This design comes from an exercise in tuning for small area and a short achievable clock period on the open sky130 flow, not from production work.
At most, simulation tests tie the RTL to the original design; equivalence was not proved.
The RTL of runs 2 to 4 was laid out without a check of its function.
Power and IR drop assume default switching activity.

### design.v
module apb_ram_strb #(
  parameter int unsigned ADDR_WIDTH  = 10,
  parameter int unsigned DATA_WIDTH  = 32,
  parameter int unsigned RAM_DEPTH   = 128,
  parameter int unsigned WAIT_CYCLES = 0,
  parameter int unsigned RO_BASE     = 96
) (
  input  logic                      pclk,
  input  logic                      presetn,
  input  logic                      psel,
  input  logic                      penable,
  input  logic                      pwrite,
  input  logic [ADDR_WIDTH-1:0]     paddr,
  input  logic [DATA_WIDTH-1:0]     pwdata,
  input  logic [DATA_WIDTH/8-1:0]   pstrb,
  output logic [DATA_WIDTH-1:0]     prdata,
  output logic                      pready,
  output logic                      pslverr
);
  localparam int unsigned NBYTES = DATA_WIDTH / 8;
  localparam int unsigned LSB    = (NBYTES > 1) ? $clog2(NBYTES) : 0;
  localparam int unsigned IDX_W  = ADDR_WIDTH - LSB;
  localparam int unsigned MEM_AW = (RAM_DEPTH > 1) ? $clog2(RAM_DEPTH) : 1;
  generate
    if ((DATA_WIDTH % 8) != 0 || DATA_WIDTH < 8) begin : g_bad_dw
      $error("apb_ram_strb: DATA_WIDTH must be a multiple of 8, minimum 8");
    end
    if (WAIT_CYCLES > 15) begin : g_bad_wait
      $error("apb_ram_strb: WAIT_CYCLES must be in 0..15");
    end
    if (ADDR_WIDTH <= LSB || ADDR_WIDTH > 32) begin : g_bad_aw
      $error("apb_ram_strb: ADDR_WIDTH must exceed the byte-lane bits and be <= 32");
    end
  endgenerate
  typedef enum logic [1:0] {
    ST_IDLE   = 2'd0,
    ST_ACCESS = 2'd1,
    ST_RESP   = 2'd2
  } state_t;
  state_t                  state_reg, state_next;
  logic [3:0]              cnt_reg, cnt_next;
  logic [IDX_W-1:0]        idx_reg, idx_next;
  logic                    write_reg, write_next;
  logic [DATA_WIDTH-1:0]   wdata_reg, wdata_next;
  logic [NBYTES-1:0]       strb_reg, strb_next;
  logic [DATA_WIDTH-1:0]   prdata_reg, prdata_next;
  logic                    pready_reg, pready_next;
  logic                    pslverr_reg, pslverr_next;
  logic                    mem_we;
  logic [MEM_AW-1:0]       mem_addr;
  logic [DATA_WIDTH-1:0]   rd_word;
  logic                    in_range;
  logic                    ro_hit;
  generate
    if (LSB > 0) begin : g_lsb_unused
      logic unused_lsb;
      assign unused_lsb = ^paddr[LSB-1:0];
    end
  endgenerate
  assign in_range = (32'(idx_reg) < RAM_DEPTH);
  assign mem_addr = MEM_AW'(idx_reg);
  logic unused_ro_base;
  assign unused_ro_base = (RO_BASE != 0);
  assign ro_hit         = 1'b0;
  generate
    for (genvar gi = 0; gi < NBYTES; gi++) begin : g_lane
      logic [7:0] lane_mem [RAM_DEPTH];
      always_ff @(posedge pclk) begin
        if (mem_we && !presetn && strb_reg[gi]) begin
          lane_mem[mem_addr] <= wdata_reg[8*gi +: 8];
        end
      end
      assign rd_word[8*gi +: 8] = lane_mem[mem_addr];
    end
  endgenerate
  always_comb begin
    state_next   = state_reg;
    cnt_next     = cnt_reg;
    idx_next     = idx_reg;
    write_next   = write_reg;
    wdata_next   = wdata_reg;
    strb_next    = strb_reg;
    prdata_next  = prdata_reg;
    pready_next  = 1'b0;
    pslverr_next = 1'b0;
    mem_we       = 1'b0;
    unique case (state_reg)
      ST_IDLE: begin
        if (psel && !penable) begin
          idx_next   = paddr[ADDR_WIDTH-1:LSB];
          write_next = pwrite;
          wdata_next = pwdata;
          strb_next  = pstrb;
          cnt_next   = 4'(WAIT_CYCLES);
          state_next = ST_ACCESS;
        end
      end
      ST_ACCESS: begin
        if (!psel || !penable) begin
          state_next = ST_IDLE;
        end else if (cnt_reg != 4'd0) begin
          cnt_next = cnt_reg - 4'd1;
        end else begin
          state_next  = ST_RESP;
          pready_next = 1'b1;
          if (!in_range) begin
            pslverr_next = 1'b1;
            prdata_next  = '0;
          end else if (write_reg) begin
            if (ro_hit) begin
              pslverr_next = 1'b1;
            end else begin
              mem_we = 1'b1;
            end
          end else begin
            prdata_next = rd_word;
          end
        end
      end
      ST_RESP: begin
        state_next = ST_IDLE;
      end
      default: begin
        state_next = ST_IDLE;
      end
    endcase
  end
  always_ff @(posedge pclk) begin
    if (presetn) begin
      state_reg   <= ST_IDLE;
      cnt_reg     <= 4'd0;
      idx_reg     <= '0;
      write_reg   <= 1'b0;
      wdata_reg   <= '0;
      strb_reg    <= '0;
      prdata_reg  <= '0;
      pready_reg  <= 1'b0;
      pslverr_reg <= 1'b0;
    end else begin
      state_reg   <= state_next;
      cnt_reg     <= cnt_next;
      idx_reg     <= idx_next;
      write_reg   <= write_next;
      wdata_reg   <= wdata_next;
      strb_reg    <= strb_next;
      prdata_reg  <= prdata_next;
      pready_reg  <= pready_next;
      pslverr_reg <= pslverr_next;
    end
  end
  assign prdata  = prdata_reg;
  assign pready  = pready_reg;
  assign pslverr = pslverr_reg;
endmodule
### run.sh
#!/bin/bash
# synth_recipe.tcl (not shown) runs the flow's synth.tcl, then flattens the netlist and writes it again
# the make line also repeats each setting of config.mk as NAME=value (left out here)
make -C /OpenROAD-flow-scripts/flow DESIGN_CONFIG=/design/flow/config.mk WORK_HOME=/design/flow/orfs CLKGATE_MAP_FILE= SYNTH_SCRIPT=/design/flow/synth_recipe.tcl finish
### config.mk
export PLATFORM = sky130hd
export DESIGN_NAME = apb_ram_strb
export DESIGN_NICKNAME = apb_ram_strb
export VERILOG_FILES = /design/flow/design.v
export SDC_FILE = /design/flow/constraint.sdc
export NUM_CORES = 4
export LEC_CHECK = 0
export CAP_MARGIN = 20
export CORE_MARGIN = 2
export CORE_UTILIZATION = 45
export SLEW_MARGIN = 20
### constraint.sdc
create_clock -name core_clock -period 4.5 [get_ports {pclk}]
set_input_delay 0.9000 -clock core_clock [delete_from_list [all_inputs] [get_ports {pclk}]]
set_output_delay 0.9000 -clock core_clock [all_outputs]
set_load 0.01 [all_outputs]
==> summary.txt, run 1 <==
* Cells along the critical path: buf_12 -> buf_4 -> nor2b_4 -> buf_12 -> a22oi_1 -> nand3_1 -> nand4_1 -> a21oi_1 -> buf_4 -> nand4_1
* Worst Hold Class: in2reg
* Worst-path clk slew at 0.06 ns
* Buf+Inv Stages, Crit Path at 4
* Levels on crit path at 10
* CP endpoint kind: register
* Post-synth cell types at 48
* Fillers at 27730
* Syn nets at 8074
* Avg Inst Size Synth at 20.13 um^2
* First-pass GRT wire length at 629100 um
* Status: finished clean
* Final core occ at 52.16%
* Clk pwr share at 43.2%
* DR WL/cell at 32.61 um
* Worst skew pair latency at 0.99 ns
* Final WL at 451700 um
* I/O Buffers at 82
* H-tree Lvls at 5
* Hold Startpoint: presetn
* CTS resizes at 0
* RSZ-0062 raised after global routing: no
* Post-cts hold buffer count at 0
* Asr flop ratio synth at 0%
* Sequential-to-total area share from yosys stat at 77.30%
* Endpoints failing hold at 0
* Fin nets at 8759
* Hold path endpoint: pslverr_reg$_SDFF_PP0_
* Setup violators final at 0
* Slew HR at 18.64%
* Post-route worst setup slack at 0.3767 ns
* Pre-CTS setup slack at 0.4180 ns
* Vias/cell at 6.011
* Net load switching power at 17180 uW
* Lkg Pwr at 0.06204 uW
* Seq cells post-synth at 4188
* Via count at 83260
* FF-to-FF path depth at 10
* CTS tree: built
* Io pins at 85
* Post-synth EDFFs at 4096
* Largest register FFs at 4096
* Layout cells sized above 1 at 24.33%
* DR DRC count at 0
* Inserted Clock Buffers at 425
* Remaining global-route overflow at 0
* Die Wd at 603.1 um
* Initial detailed-routing violation count at 11200
* Reg2reg setup slack at 0.38 ns
* Startpoint types: register
* CTS Root Cell: clkbuf_16
* Die area at 0.3637 mm^2
* Worst VDD drop at 334.9 uV
* Ys Warns at 1
* GRT Overall Usage at 24.52%
* Max Fclk at 242.5 MHz
* Sw Ratio at 21.17%
* Chip Height at 603.1 um
* Initial antenna violation count at 19
* TritonRoute pass-1 iters at 5
* FP Rows at 219
* Area of the mapped netlist at 0.1615 mm^2
* Worst-Margin Slew at 1.220 ns
* Slowest CP cell: a21oi_1
* Max-cap check violation count at 0
* Main synth FF type: edfxtp_1
* Fin. max-slew vios at 0
* Min cycle time layout at 4.123 ns
* CTS Sinks at 4188
* Layout Area Growth over Synthesis at 15.13%
* Setup TNS at 0 ns
* Post-CTS Setup Inserts at 0
* CP top delay family: simple AND/OR/NAND/NOR gates
* Hold path depth at 3
* Most common cell after layout, fill and taps aside: edfxtp_1
* Layout Skew at 0.1028 ns
* Slowest stage delay, CP at 0.69 ns
* Sequential cell fraction of total power at 53.1%
* Commonest cells after routing, fill and taps aside: edfxtp_1 (4096), mux4_2 (788), buf_4 (602), mux2i_1 (596), nor2_1 (540)
* Internal power at 63970 uW
* Tcrit/Tclk final at 91.63%
* Worst-path maximum fanout at 68
* Largest net degree at the start of global routing at 130
* P per Cell Area at 436.4 mW/mm^2
* Core Area at 0.3565 mm^2
* Cells after synthesis at 8022
* Clock tree buffer depth at 4
* CP Class: reg2reg
* GPL Wtd Cong at 0.8874
* Comb pwr share at 3.7%
* Final HPWL DP at 291500 um
* Data required time at the worst endpoint at 5.35 ns
* Crit path arrival time at 4.97 ns
* Initial core utilization at 45.30%
* Routed Antenna Nets at 0
* Vias in the first global route at 82710
* Reg-to-reg endpoint: prdata_reg[31]$_SDFFE_PP0P_
-- Yosys cell counts (all sizes together) (3+ instances only) --
| master | instances | area, um^2 |
|---|---|---|
| o31ai | 17 | 127.6 |
| o22ai | 63 | 394.1 |
| nor2 | 547 | 2053 |
| nand3 | 108 | 540.5 |
| inv | 5 | 18.77 |
| nand2b | 9 | 56.30 |
| a21oi | 201 | 1006 |
| nor2b | 35 | 219.0 |
| a221oi | 14 | 204.0 |
| o2111ai | 14 | 122.6 |
| buf | 267 | 1531 |
| nand2 | 355 | 1333 |
| nor4 | 27 | 168.9 |
| o21ai | 17 | 85.08 |
| dfxtp | 92 | 1842 |
| and2 | 4 | 25.02 |
| nor3 | 12 | 60.06 |
| clkbuf | 220 | 829.6 |
| or3 | 3 | 18.77 |
| or4 | 5 | 37.54 |
| a22o | 3 | 26.28 |
| a22oi | 353 | 2650 |
| nor3b | 6 | 50.05 |
| nand4 | 39 | 244.0 |
| o221ai | 36 | 315.3 |
| mux2 | 38 | 427.9 |
| mux4 | 788 | 17750 |
| o211ai | 3 | 22.52 |
| mux2i | 596 | 5966 |
| edfxtp | 4096 | 123000 |
| a211oi | 33 | 247.7 |
| xnor2 | 3 | 26.28 |
-- worst max path at each step --
stage | from | endpoint | slack, ns
6_report | register | prdata_reg[31]$_SDFFE_PP0P_ | 0.38
5_1_grt | register | prdata_reg[31]$_SDFFE_PP0P_ | 0.29
4_1_cts | register | prdata_reg[31]$_SDFFE_PP0P_ | 0.39
3_5_place_dp | register | prdata_reg[31]$_SDFFE_PP0P_ | 0.42
3_3_place_gp | register | prdata_reg[31]$_SDFFE_PP0P_ | 0.41
2_1_floorplan | psel | g_lane[2].lane_mem[101][0]$_DFFE_PP_ | 1.63
-- per-stage QoR --
step | instances | instance area, um^2 | hold WS, ns | power [uW]
floorplan | 8022 | 161500 | 0.4366 | 45430
detailed placement | 13030 | 172000 | 0.4826 | 46860
CTS | 13830 | 185800 | 0.2675 | 81590
global route | 13840 | 185900 | 0.3291 | 83200
finish | 13850 | 185900 | 0.3239 | 81150
global placement | 13020 | 171900 | 0.4636 | 46790
-- power by group through the flow --
stage	sequential (uW)	clock (uW)	combinational, uW
finish	43100	35100	2990
CTS	43100	35500	2960
global placement	43900	0	2900
floorplan	43900	0	1580
detailed placement	43900	0	2950
global route	43000	37000	3120
-- final cells by class --
| class | count | area, um^2 | share of cell area, % |
|---|---|---|---|
| clock buffer | 530 | 11160 | 6.004 |
| clock inverter | 268 | 2664 | 1.433 |
| sequential | 4188 | 125000 | 67.21 |
| inverter | 5 | 23.77 | 0.01279 |
| multi-input combinational | 3342 | 34540 | 18.58 |
| antenna | 22 | 55.05 | 0.02961 |
| tap | 4751 | 5944 | 3.197 |
| timing repair buffer | 745 | 6571 | 3.534 |
-- worst reg2reg max path: stages, from the launching register on --
cell and delay [ns]:
dfxtp_4 0.55, buf_12 0.39, buf_4 0.25, nor2b_4 0.46, buf_12 0.37, a22oi_1 0.30, nand3_1 0.16, nand4_1 0.49
a21oi_1 0.69, buf_4 0.24, nand4_1 0.09
-- logic make-up after synthesis --
family,Yosys count,share of synthesized area [%]
DFF,4188,77.30
muxes,1422,14.95
and+or+nand+nor,1160,3.025
AOI/OAI and AO/OA,756,3.228
buffers and inverters,492,1.474
xor gates and xnor gates,3,0.01627
adders and majority gates,1,0.007746
-- layer usage --
metal / track usage, % / up-vias / share of wire, % / routed length [um]
met2: 38.28 / 3896 / 47 / 210800
met5: 0 / - / 0.0082 / 37
li1: - / 34410 / - / -
met3: 4.936 / 785 / 9.1 / 41140
met1: 33.60 / 44160 / 39 / 177100
met4: 10.83 / 6 / 5.0 / 22550
==> run 2: changes to the inputs <==
==> design.v (replaced) <==
module apb_ram_strb #(
  parameter int unsigned ADDR_WIDTH  = 10,
  parameter int unsigned DATA_WIDTH  = 32,
  parameter int unsigned RAM_DEPTH   = 128,
  parameter int unsigned WAIT_CYCLES = 0,
  parameter int unsigned RO_BASE     = 96
) (
  input  logic                      pclk,
  input  logic                      presetn,
  input  logic                      psel,
  input  logic                      penable,
  input  logic                      pwrite,
  input  logic [ADDR_WIDTH-1:0]     paddr,
  input  logic [DATA_WIDTH-1:0]     pwdata,
  input  logic [DATA_WIDTH/8-1:0]   pstrb,
  output logic [DATA_WIDTH-1:0]     prdata,
  output logic                      pready,
  output logic                      pslverr
);
  logic        acc_q;                 
  logic        pready_q;              
  logic        pslverr_q;
  logic [31:0] prdata_q;
  logic [7:0]  hi_q;                  
  logic [7:0]  mid_q;                 
  logic        b_q;                   
  logic        oor_q;                 
  logic        write_q;
  logic [31:0] wdata_q;
  logic [3:0]  strb_q;
  logic        c1_q;
  logic [3:0]  act_q;
  logic [3:0]  nact_q;
  logic        ph_q;
  wire idle    = ~acc_q & ~pready_q;
  wire perform = acc_q & psel & penable;
  wire commit  = perform & write_q & ~oor_q & ~presetn;
  always_ff @(posedge pclk) begin
    if (idle) begin
      hi_q    <= 8'd1 << paddr[8:6];
      mid_q   <= 8'd1 << paddr[5:3];
      b_q     <= paddr[2];
      oor_q   <= paddr[9];
      write_q <= pwrite;
      wdata_q <= pwdata;
      strb_q  <= pstrb;
    end
  end
  always_ff @(posedge pclk) begin
    if (presetn) begin
      acc_q     <= 1'b0;
      pready_q  <= 1'b0;
      pslverr_q <= 1'b0;
    end else begin
      acc_q     <= idle & psel & ~penable;
      pready_q  <= perform;
      pslverr_q <= perform & oor_q;
    end
  end
  always_ff @(posedge pclk) begin
    ph_q   <= ~ph_q;
    c1_q   <= commit;
    act_q  <=   commit ? strb_q  : (c1_q ? act_q  : 4'h0);
    nact_q <= ~(commit ? strb_q  : (c1_q ? act_q  : 4'h0));
  end
  wire pos = b_q ^ ph_q;              
  logic [63:0]  pl;                   
  logic [63:0]  selx, sely;           
  logic [31:0]  wdg;                  
  logic [31:0]  memx [64];
  logic [31:0]  memy [64];
  logic [31:0]  rd_word;
  assign wdg = wdata_q & {{8{act_q[3]}}, {8{act_q[2]}}, {8{act_q[1]}}, {8{act_q[0]}}};
  generate
    for (genvar p = 0; p < 64; p++) begin : g_pair
      assign pl[p]   = hi_q[p / 8] & mid_q[p % 8];
      assign selx[p] = pl[p] & ~pos;
      assign sely[p] = pl[p] & pos;
      logic [3:0] nwe;
      assign nwe = {4{~sely[p]}} | nact_q;
      always_ff @(posedge pclk) begin
        memy[p] <= memx[p];
        memx[p] <= (memy[p] & {{8{nwe[3]}}, {8{nwe[2]}}, {8{nwe[1]}}, {8{nwe[0]}}})
                 | (wdg & {32{sely[p]}});
      end
    end
  endgenerate
  always_comb begin
    rd_word = '0;
    for (int p = 0; p < 64; p++)
      rd_word = rd_word | (memx[p] & {32{selx[p]}}) | (memy[p] & {32{sely[p]}});
  end
  wire rd_load = perform & ~write_q & ~oor_q;
  wire rd_clr  = perform & oor_q;
  always_ff @(posedge pclk) begin
    if (presetn || rd_clr) prdata_q <= '0;
    else if (rd_load)      prdata_q <= rd_word;
  end
  assign prdata  = prdata_q;
  assign pready  = pready_q;
  assign pslverr = pslverr_q;
endmodule
--- a/config.mk
+++ b/config.mk
@@ -8,4 +8,7 @@
 export CAP_MARGIN = 20
 export CORE_MARGIN = 2
-export CORE_UTILIZATION = 45
+export CORE_UTILIZATION = 50
+export CTS_CLUSTER_DIAMETER = 80
+export CTS_CLUSTER_SIZE = 30
+export SETUP_SLACK_MARGIN = 1.8
 export SLEW_MARGIN = 20
==> run 2 against run 1 <==
Net effect: the run now fails in global routing (5_1_grt); area after synthesis fell by 18%; synthesized cell count rose by 66%.
==> summary.txt, run 2 <==
* Synth Area in Compound Gates at 20.60% (+17 points)
* Cells after synthesis at 13300 (+66%)
* Avg Inst Size Synth at 9.961 um^2 (-51%)
* First error: [ERROR GRT-0232] Routing congestion too high. Check the congestion heatmap in the GUI.
* Post-cts hold buffer count at 0 (unchanged)
* GRT Overall Usage at 80.21%
* I/O Buffers at 82 (unchanged)
* Inserted Clock Buffers at 172 (-60%)
* Chip Height at 518.8 um (-14%)
* CTS Root Cell: clkbuf_16
* Ys Warns at 3 (+2)
* GPL Wtd Cong at 1.202 (+35%)
* Post-synth top area share at 62.57% (-14 points)
* Adder-cell area share of the yosys netlist at 0% (-0.0077 points)
* Initial core utilization at 50.38% (+5.1 points)
* Post-synth cell types at 60 (+25%)
* Asr flop ratio synth at 0% (unchanged)
* Seq cells post-synth at 4196 (+0.19%)
* Post-synth EDFFs at 55 (-99%)
* Area leader, netlist: dfxtp_1
* Most common cell in the synthesized netlist: dfxtp_1
* Status: did not finish
* Die Wd at 518.8 um (-14%)
* Simple-Gate Fraction of Synth Area at 12.03% (+9.0 points)
* Post-synthesis mux area share at 0.06988% (-15 points)
* Syn nets at 13350 (+65%)
* Area of the mapped netlist at 0.1325 mm^2 (-18%)
* Io pins at 85 (unchanged)
* Sequential-to-total area share from yosys stat at 63.81% (-13 points)
* H-tree Lvls at 4 (-1)
* Failed at: global routing (5_1_grt)
* CTS Sinks at 4196 (+0.19%)
* Largest family of logic cells by synthesized area: compound AO/OA/AOI/OAI gates
* Largest cells by area after synthesis: dfxtp_1 (63%), o21ai_0 (8.0%), a22oi_1 (7.5%)
* FP Rows at 188 (-14%)
* Clock tree buffer depth at 3 (-1)
* Placed cell count at 16530 (+27%)
* Main synth FF type: dfxtp_1
* Largest net degree at the start of global routing at 65
* Remaining global-route overflow at 1
* Most instantiated cells after synthesis: dfxtp_1 (4141), nand2_1 (2474), o21ai_0 (2114)
* Synth Area in XOR/XNOR at 0.01889% (+0.0026 points)
* Final HPWL DP at 652800 um (+120%)
-- run 2: per-stage QoR --
| step | worst slack [ns] | instance area (um^2) |
|---|---|---|
| after floorplan | 1.879 | 132500 |
| after global placement | 0.3496 | 141800 |
| after detailed placement | 0.3619 | 142200 |
| after CTS | 1.323 | 154900 |
-- run 2: power by group through the flow --
stage | Combinational [uW] | Sequential, uW | Clock (uW)
after global placement | 2890 | 38200 | 0
after detailed placement | 2910 | 38200 | 0
after floorplan | 809 | 38100 | 0
after CTS | 3590 | 37300 | 20200
-- run 2: how the worst max path moves through the flow --
stage	startpoint	cells after the start	endpoint	slack (ns)
after detailed placement	penable	9	prdata_q[24]$_SDFFE_PP0P_	0.36
after CTS	b_q$_DFFE_PP_	11	prdata_q[29]$_SDFFE_PP0P_	1.32
after floorplan	penable	8	prdata_q[1]$_SDFFE_PP0P_	1.88
after global placement	penable	9	prdata_q[24]$_SDFFE_PP0P_	0.35
-- run 2: layer usage --
metal,GRT overflow,GRT usage (%)
met1,0,81.74
met2,1,87.62
met3,0,74.06
met4,0,75.32
met5,0,57.33
-- run 2: logic make-up after synthesis --
| family | Yosys count |
|---|---|
| simple gates | 3615 |
| mux | 9 |
| compound gates | 4292 |
| xor+xnor | 2 |
| flops | 4196 |
| buf+inv | 1188 |
-- run 2: repair_timing --
action                     in CTS
setup endpoints to repair    2001
setup buffers                 429
gates cloned                   45
pin swaps                     121
resized for setup             522
hold endpoints to repair        0
==> run 3: changes to the inputs <==
==> design.v (replaced) <==
module apb_ram_strb #(
  parameter int unsigned ADDR_WIDTH  = 10,
  parameter int unsigned DATA_WIDTH  = 32,
  parameter int unsigned RAM_DEPTH   = 128,
  parameter int unsigned WAIT_CYCLES = 0,
  parameter int unsigned RO_BASE     = 96
) (
  input  logic                      pclk,
  input  logic                      presetn,
  input  logic                      psel,
  input  logic                      penable,
  input  logic                      pwrite,
  input  logic [ADDR_WIDTH-1:0]     paddr,
  input  logic [DATA_WIDTH-1:0]     pwdata,
  input  logic [DATA_WIDTH/8-1:0]   pstrb,
  output logic [DATA_WIDTH-1:0]     prdata,
  output logic                      pready,
  output logic                      pslverr
);
  logic        idle_q;                
  logic        acc_q;                 
  logic        pready_q;              
  logic        pslverr_q;
  logic [31:0] prdata_q;
  logic [63:0] pl_q;                  
  logic        oor_q;                 
  logic        write_q;
  logic [31:0] wdata_q;
  logic [3:0]  strb_q;
  logic        ph_q;
  logic        pos_q;
  logic        c1_q;
  logic [3:0]  act_q;
  logic [3:0]  pa_q;
  logic [31:0] wdp_q;
  wire setup   = idle_q & psel & ~penable;
  wire perform = acc_q & psel & penable;
  wire commit  = perform & write_q & ~oor_q & ~presetn;
  always_ff @(posedge pclk) begin
    if (idle_q) begin
      pl_q    <= 64'd1 << paddr[8:3];
      oor_q   <= paddr[9];
      write_q <= pwrite;
      wdata_q <= pwdata;
      strb_q  <= pstrb;
    end
  end
  always_ff @(posedge pclk) begin
    if (presetn) begin
      idle_q    <= 1'b1;
      acc_q     <= 1'b0;
      pready_q  <= 1'b0;
      pslverr_q <= 1'b0;
    end else begin
      idle_q    <= ~setup & ~perform;
      acc_q     <= setup;
      pready_q  <= perform;
      pslverr_q <= perform & oor_q;
    end
  end
  logic [3:0] act_d;
  logic       pos_d;
  assign act_d = commit ? strb_q : (c1_q ? act_q : 4'h0);
  assign pos_d = idle_q ? ~(paddr[2] ^ ph_q) : ~pos_q;
  always_ff @(posedge pclk) begin
    ph_q  <= ~ph_q;
    pos_q <= pos_d;
    c1_q  <= commit;
    act_q <= act_d;
    pa_q  <= act_d & {4{pos_d}};
    wdp_q <= wdata_q & {{8{act_d[3]}}, {8{act_d[2]}}, {8{act_d[1]}}, {8{act_d[0]}}}
                     & {32{pos_d}};
  end
  logic [31:0]  memx [64];
  logic [31:0]  memy [64];
  logic [31:0]  rdx, rdy;
  logic [31:0]  rd_word;
  generate
    for (genvar p = 0; p < 64; p++) begin : g_pair
      logic [3:0] nwe;
      assign nwe = ~({4{pl_q[p]}} & pa_q);
      always_ff @(posedge pclk) begin
        memy[p] <= memx[p];
        memx[p] <= (memy[p] & {{8{nwe[3]}}, {8{nwe[2]}}, {8{nwe[1]}}, {8{nwe[0]}}})
                 | (wdp_q & {32{pl_q[p]}});
      end
    end
  endgenerate
  always_comb begin
    rdx = '0;
    rdy = '0;
    for (int p = 0; p < 64; p++) begin
      rdx = rdx | (memx[p] & {32{pl_q[p]}});
      rdy = rdy | (memy[p] & {32{pl_q[p]}});
    end
  end
  assign rd_word = pos_q ? rdy : rdx;
  wire rd_load = perform & ~write_q & ~oor_q;
  wire rd_clr  = perform & oor_q;
  always_ff @(posedge pclk) begin
    if (presetn || rd_clr) prdata_q <= '0;
    else if (rd_load)      prdata_q <= rd_word;
  end
  assign prdata  = prdata_q;
  assign pready  = pready_q;
  assign pslverr = pslverr_q;
endmodule
--- a/config.mk
+++ b/config.mk
@@ -8,7 +8,8 @@
 export CAP_MARGIN = 20
 export CORE_MARGIN = 2
-export CORE_UTILIZATION = 50
+export CORE_UTILIZATION = 40
 export CTS_CLUSTER_DIAMETER = 80
-export CTS_CLUSTER_SIZE = 30
-export SETUP_SLACK_MARGIN = 1.8
+export CTS_CLUSTER_SIZE = 25
+export PLACE_DENSITY = 0.5
+export SETUP_SLACK_MARGIN = 2.1
 export SLEW_MARGIN = 20
==> run 3 against run 2 <==
Net effect: now clean on timing, DRC and antenna; area after synthesis fell by 1.4%; synthesized cell count fell by 22%.
==> summary.txt, run 3 <==
* Syn nets at 10390 (-22%)
* Data required time at the worst endpoint at 5.31 ns
* Setup violators final at 0
* Max Fclk at 385.5 MHz
* Vias/cell at 7.103
* Fin. max-slew vios at 0
* Worst VDD drop at 315.9 uV
* Crit path arrival time at 3.41 ns
* RSZ-0062 raised after global routing: yes
* Final HPWL DP at 405700 um (-38%)
* FP Rows at 209 (+11%)
* Final core occ at 46.52%
* Worst-path clk slew at 0.11 ns
* Area leader, netlist: dfxtp_1
* DR DRC count at 0
* Die area at 0.3312 mm^2
* Lkg Pwr at 0.05605 uW
* Synth Area in Compound Gates at 26.75% (+6.2 points)
* Fillers at 28900
* Layout cells sized above 1 at 13.99%
* CTS tree: built
* Slowest stage delay, CP at 0.94 ns
* Io pins at 85 (unchanged)
* Post-synth top area share at 63.97% (+1.4 points)
* Avg Inst Size Synth at 12.64 um^2 (+27%)
* GPL Wtd Cong at 0.9509 (-21%)
* Most instantiated cells after synthesis: dfxtp_1 (4175), a22o_1 (2624), a22oi_1 (896)
* Inserted Clock Buffers at 203 (+18%)
* Adder-cell area share of the yosys netlist at 0% (unchanged)
* Post-synth EDFFs at 102 (+85%)
* Worst-path maximum fanout at 57
* Chip Height at 575.5 um (+11%)
* Largest cells by area after synthesis: dfxtp_1 (64%), a22o_1 (18%), a22oi_1 (5.1%)
* GRT Overall Usage at 38.95%
* Initial antenna violation count at 69
* DR WL/cell at 46.58 um
* Post-route worst setup slack at 1.906 ns
* Post-synthesis mux area share at 0% (-0.070 points)
* Final WL at 696600 um
* Vias in the first global route at 98010
* Post-synth cell types at 36 (-40%)
* Endpoints failing hold at 0
* I/O Buffers at 82 (unchanged)
* Post-cts hold buffer count at 0 (unchanged)
* Status: finished clean
* Max-cap check violation count at 0
* Largest net degree at the start of global routing at 81
* P per Cell Area at 421.6 mW/mm^2
* Ys Warns at 3 (unchanged)
* Die Wd at 575.5 um (+11%)
* Remaining global-route overflow at 0
* Area of the mapped netlist at 0.1307 mm^2 (-1.4%)
* Via count at 106200
* Main synth FF type: dfxtp_1
* Hold Slack at 0.3209 ns
* Worst skew pair latency at 0.99 ns
* Synth Area in XOR/XNOR at 0.006703% (-0.012 points)
* Tcrit/Tclk final at 57.65%
* Total power at 63660 uW
* Cells along the critical path: buf_12 -> nand2_1 -> a22o_1
* Core Area at 0.3245 mm^2
* CP endpoint kind: register
* Sequential-to-total area share from yosys stat at 66.31% (+2.5 points)
* Commonest cells after routing, fill and taps aside: dfxtp_1 (4105), a22o_1 (2617), a22oi_1 (874), buf_4 (537), a221oi_1 (439)
* Fin nets at 10540
* Cells after synthesis at 10340 (-22%)
* Pre-CTS setup slack at 0.6446 ns (+0.2828 ns)
* Most common cell in the synthesized netlist: dfxtp_1
* Worst Hold Class: reg2reg
* Clock tree buffer depth at 4 (+1)
* Initial detailed-routing violation count at 17230
* CP Class: reg2reg
* Routed Antenna Nets at 0
* Setup TNS at 0 ns
* Worst-Margin Slew at 1.339 ns
* Layout Area Growth over Synthesis at 15.54%
* Slew HR at 10.54%
* Seq cells post-synth at 4277 (+1.9%)
* Most common cell after layout, fill and taps aside: dfxtp_1
* Simple-Gate Fraction of Synth Area at 3.896% (-8.1 points)
* CTS Root Cell: clkbuf_16
* Layout Skew at 0.08111 ns
* First-pass GRT wire length at 885600 um
* Initial core utilization at 40.26% (-10 points)
* Largest family of logic cells by synthesized area: compound AO/OA/AOI/OAI gates
* Startpoint types: register
* Min cycle time layout at 2.594 ns
* CTS Sinks at 4277 (+1.9%)
* TritonRoute pass-1 iters at 6
* H-tree Lvls at 4 (unchanged)
* Slowest CP cell: nand2_1
* Asr flop ratio synth at 0% (unchanged)
==> run 3: changes by cell type after synthesis, sizes merged, moves of 394 or more <==
| cell | delta |
|---|---|
| nand2 | -2201 |
| clkbuf | -655 |
| o21ai | -2078 |
| a22o | +2409 |
| a221oi | +394 |
| a22oi | -429 |
| buf | +455 |
==> run 3: final timing paths <==
kind	startpoint	depth (start not counted)	end	slack (ns)
setup / recovery	pl_q[41]$_SDFFCE_PN0P_	3	memx[41][28]$_DFF_P_	1.91
hold reg to reg	memx[57][24]$_DFF_P_	0	memy[57][24]$_DFF_P_	0.32
hold / removal	memx[57][24]$_DFF_P_	0	memy[57][24]$_DFF_P_	0.32
setup reg to reg	pl_q[41]$_SDFFCE_PN0P_	3	memx[41][28]$_DFF_P_	1.91
==> run 3: where the power goes <==
part | leakage [uW] | internal (uW) | switching (uW)
registers | 0.0348 | 38100 | 101
logic | 0.0183 | 788 | 2650
clock network | 0.00293 | 9170 | 12900
total | 0.0560 | 48100 | 15600
==> run 3: cell type report <==
class	instances	area (um^2)	share of cell area [%]
timing repair buffer	921	10890	7.211
inverter	2	7.507	0.004973
sequential	4277	86800	57.49
clock inverter	33	488.0	0.3232
antenna	73	182.7	0.1210
multi-input combinational	5083	41680	27.61
clock buffer	242	5519	3.656
tap	4325	5411	3.584
==> run 3: cell families after synthesis <==
kind of cell	count (synthesis)
compound gates	4134
buf+inv	981
flops	4277
simple gates	948
xor+xnor	1
==> run 3: routing by layer <==
layer	GRT usage, %	share of wire [%]	vias to the layer above
met5	0	0.040	-
met4	26.07	8.6	38
met3	9.857	13	2291
met2	56.44	41	8806
met1	51.15	38	54170
li1	-	-	40930
==> run 3: per-stage QoR <==
step                std cells  area [um^2]
floorplan               10340       130700
global placement        14320       138700
detailed placement      14330       138900
CTS                     14780       148300
global route            14900       150800
finish                  14960       151000
==> run 3: worst max-delay path, delay by kind of cell (launching register included) <==
kind                   cells  cell delay, ns
AND/OR/NAND/NOR            1            0.94
AO/OA/AOI/OAI              1            0.49
flip-flops                 1            0.45
buffers and inverters      1            0.29
==> run 3: timing repair <==
action	CTS	global route
resized for setup	420	234
setup endpoints to repair	1006	83
cloned	24	27
setup buffers	146	80
pin swaps	20	38
==> run 4: changes to the inputs <==
==> flow/run.sh (new file) <==
#!/bin/bash
set -o pipefail
bash standard.sh finish \
  "BUFFER_PORTS_ARGS=-buffer_cell sky130_fd_sc_hd__buf_4" \
  MATCH_CELL_FOOTPRINT=0 > flow_make.log 2>&1
==> standard.sh (new file) <==
#!/bin/bash
# synth_recipe.tcl (not shown) runs the flow's synth.tcl, then flattens the netlist and writes it again
# the make line also repeats each setting of config.mk as NAME=value (left out here)
make -C /OpenROAD-flow-scripts/flow DESIGN_CONFIG=/design/flow/config.mk WORK_HOME=/design/flow/orfs CLKGATE_MAP_FILE= SYNTH_SCRIPT=/design/flow/synth_recipe.tcl "${@:-finish}"
--- a/config.mk
+++ b/config.mk
@@ -12,4 +12,5 @@
 export CTS_CLUSTER_SIZE = 25
 export PLACE_DENSITY = 0.5
-export SETUP_SLACK_MARGIN = 2.1
+export SETUP_SLACK_MARGIN = 2.2
 export SLEW_MARGIN = 20
+export TNS_END_PERCENT = 30
removed: run.sh
==> run 4 against run 3 <==
Net effect: core utilization rose by 0.86 points; register-to-register slack got worse by 0.20 ns; sequential power barely moved; critical path type unchanged; highest routed layer unchanged.
==> summary.txt, run 4 <==
* Status: finished clean
* Data required time at the worst endpoint at 5.35 ns (+0.04 ns)
* Main synth FF type: dfxtp_1
* Layout Area Growth over Synthesis at 17.69%
* Worst-path maximum fanout at 36 (-37%)
* Max Fclk at 357.3 MHz (-7.3%)
* Commonest cells after routing, fill and taps aside: dfxtp_1 (4125), a22o_1 (2611), a22oi_1 (861), buf_4 (705), a221oi_1 (362)
* Post-synth EDFFs at 102 (unchanged)
* Initial detailed-routing violation count at 20230 (+17%)
* Final HPWL DP at 400400 um (-1.3%)
* CTS Root Cell: clkbuf_16
* Total power at 64320 uW (+1.0%)
* Die area at 0.3312 mm^2 (unchanged)
* Slew HR at 11.76% (+1.2 points)
* DR WL/cell at 49.31 um (+5.9%)
* Tcrit/Tclk final at 62.20% (+4.6 points)
* GPL Wtd Cong at 0.9360 (-1.6%)
* Largest net degree at the start of global routing at 81 (unchanged)
* Worst VDD drop at 305.0 uV (-3.5%)
* Endpoints failing hold at 0 (unchanged)
* Worst Hold Class: in2reg
* Most instantiated cells after synthesis: dfxtp_1 (4175), a22o_1 (2624), a22oi_1 (896)
* Inserted Clock Buffers at 203 (unchanged)
* Area of the mapped netlist at 0.1307 mm^2 (unchanged)
* FP Rows at 209 (unchanged)
* Post-synth cell types at 36 (unchanged)
* P per Cell Area at 418.3 mW/mm^2 (-0.80%)
* Io pins at 85 (unchanged)
* Most common cell in the synthesized netlist: dfxtp_1
* Layout Skew at 0.09099 ns (+0.009883 ns)
* H-tree Lvls at 4 (unchanged)
* RSZ-0062 raised after global routing: yes
* Initial core utilization at 40.26% (unchanged)
* Fin nets at 10740 (+1.9%)
* Max-cap check violation count at 0 (unchanged)
* Avg Inst Size Synth at 12.64 um^2 (unchanged)
* Worst-path clk slew at 0.10 ns (about the same)
* Post-synth top area share at 63.97% (unchanged)
* Initial antenna violation count at 86 (+25%)
* Chip Height at 575.5 um (unchanged)
* Startpoint types: register
* CP Class: reg2reg
* Syn nets at 10390 (unchanged)
* Layout cells sized above 1 at 16.70% (+2.7 points)
* Vias in the first global route at 100700 (+2.7%)
* Vias/cell at 7.319 (+3.0%)
* CP endpoint kind: register
* Seq cells post-synth at 4277 (unchanged)
* Remaining global-route overflow at 0 (unchanged)
* Min cycle time layout at 2.799 ns (+0.2049 ns)
* Final WL at 749200 um (+7.5%)
* Fillers at 28710 (-0.67%)
* Clock tree buffer depth at 4 (unchanged)
* GRT Overall Usage at 43.05% (+4.1 points)
* Core Area at 0.3245 mm^2 (unchanged)
* CTS Sinks at 4277 (unchanged)
* Die Wd at 575.5 um (unchanged)
* Largest cells by area after synthesis: dfxtp_1 (64%), a22o_1 (18%), a22oi_1 (5.1%)
* Crit path arrival time at 3.65 ns (+0.24 ns)
* First-pass GRT wire length at 959300 um (+8.3%)
* CTS tree: built
* Setup violators final at 0 (unchanged)
* Setup TNS at 0 ns (unchanged)
* DR DRC count at 0 (unchanged)
* Fin. max-slew vios at 0 (unchanged)
* Most common cell after layout, fill and taps aside: dfxtp_1
* Via count at 111200 (+4.7%)
* Lkg Pwr at 0.05751 uW (+2.6%)
* Ys Warns at 3 (unchanged)
* Asr flop ratio synth at 0% (unchanged)
* I/O Buffers at 82 (unchanged)
* Worst skew pair latency at 0.99 ns (about the same)
* Area leader, netlist: dfxtp_1
* Routed Antenna Nets at 0 (unchanged)
* Worst-Margin Slew at 1.320 ns (-0.01828 ns)
* TritonRoute pass-1 iters at 8 (+2)
* Sequential-to-total area share from yosys stat at 66.31% (unchanged)
* Cells after synthesis at 10340 (unchanged)
-- run 4: power breakdown --
group | total, uW | internal [uW] | switching, uW | leakage [uW]
registers | 38200 | 38100 | 102 | 0.0348
logic | 4010 | 926 | 3080 | 0.0198
clock network | 22100 | 9080 | 13000 | 0.00293
-- run 4: layer usage --
layer  up-vias  track usage [%]  part of all wire (%)
met5         -                0                 0.038
met4        38            34.76                   9.6
met3      2815            14.31                    15
met2     10650            58.59                    39
met1     56330            55.26                    37
li1      41360                -                     -
-- run 4: cell type report --
| type | instances | area [um^2] | share of cell area [%] |
|---|---|---|---|
| inverters | 2 | 7.507 | 0.004882 |
| clock inverters | 36 | 445.4 | 0.2897 |
| flip-flops and latches | 4277 | 86740 | 56.41 |
| well taps | 4325 | 5411 | 3.519 |
| multi-input cells | 5083 | 42430 | 27.59 |
| repair buffers | 1120 | 12950 | 8.419 |
| clock buffers | 248 | 5539 | 3.602 |
| diodes | 102 | 255.2 | 0.1660 |
-- run 4: cell families (layout without fill, tap and decap cells) --
kind of cell,after synthesis,after routing,synth area share [%]
other,0,102,0
XOR/XNOR,1,1,0.006704
buffers and inverters,981,1406,3.040
AND/OR/NAND/NOR,948,948,3.896
AO/OA/AOI/OAI,4134,4134,26.75
flip-flops,4277,4277,66.31
-- run 4: worst paths after layout --
path	slack [ns]	start	to	cells after the start
worst max-delay path	1.70	pa_q[2]$_DFF_P_	memx[34][17]$_DFF_P_	3
worst min-delay path	0.09	paddr[9]	oor_q$_DFFE_PP_	1
worst max register to register	1.70	pa_q[2]$_DFF_P_	memx[34][17]$_DFF_P_	3
worst min register to register	0.30	memx[26][13]$_DFF_P_	memy[26][13]$_DFF_P_	0
-- run 4: repair_timing --
| action | CTS | global route |
|---|---|---|
| gates resized for setup | 565 | 141 |
| hold buffers | 0 | 0 |
| endpoints found under the setup margin | 924 | 446 |
| gates cloned | 88 | 6 |
| buffers inserted | 316 | 52 |
| pin swaps | 128 | 48 |
-- run 4: worst max-delay path: stages (launching register included) --
cell and delay (ns):
dfxtp_4 0.76, buf_4 0.47, nand2_1 0.88, a22o_1 0.50
-- run 4: metrics by stage --
| stage | worst slack, ns | util (%) | area, um^2 | cells | hold slack (ns) |
|---|---|---|---|---|---|
| after floorplan | 2.032 | - | 130700 | 10340 | 0.3311 |
| after global placement | 0.9669 | 42.68 | 138500 | 14340 | 0.3327 |
| after detailed placement | 1.016 | 42.71 | 138600 | 14340 | 0.3362 |
| after CTS | 1.918 | 46.86 | 152100 | 15030 | 0.05621 |
| after global routing | 1.851 | 47.32 | 153600 | 15110 | 0.09145 |
| final | 1.701 | 47.38 | 153800 | 15190 | 0.09080 |

==> port drivers added, routing unchanged <==
The flow's constraints put no driver on any port. The routed layouts listed below were extracted and timed again, unchanged, in two steps. Step 1, drivers: a clkbuf_16 drives pclk and a buf_2 each remaining input, both assumed. Step 2 also shifts input and output timing later by t, the mid clock arrival at the registers, as if the neighbouring blocks saw the same clock. Slacks: no drivers / after step 1 / after step 2; pairs: no drivers / after step 1.
run | t, ns | setup slack, ns | worst hold slack (ns)
run 1 | 1.059 | 0.377 / 0.377 / 0.377 | 0.324 / 0.233 / 0.495
run 3 | 1.050 | 1.906 / 1.906 / 1.157 | 0.321 / 0.321 / 0.321
run 4 | 1.065 | 1.701 / 1.701 / 1.395 | 0.091 / -0.006 / 0.304
After both steps every run listed still meets setup and hold. For run 3, which loses most, drivers alone change the setup slack by 0.000 ns; drivers and shift together by -0.749 ns.
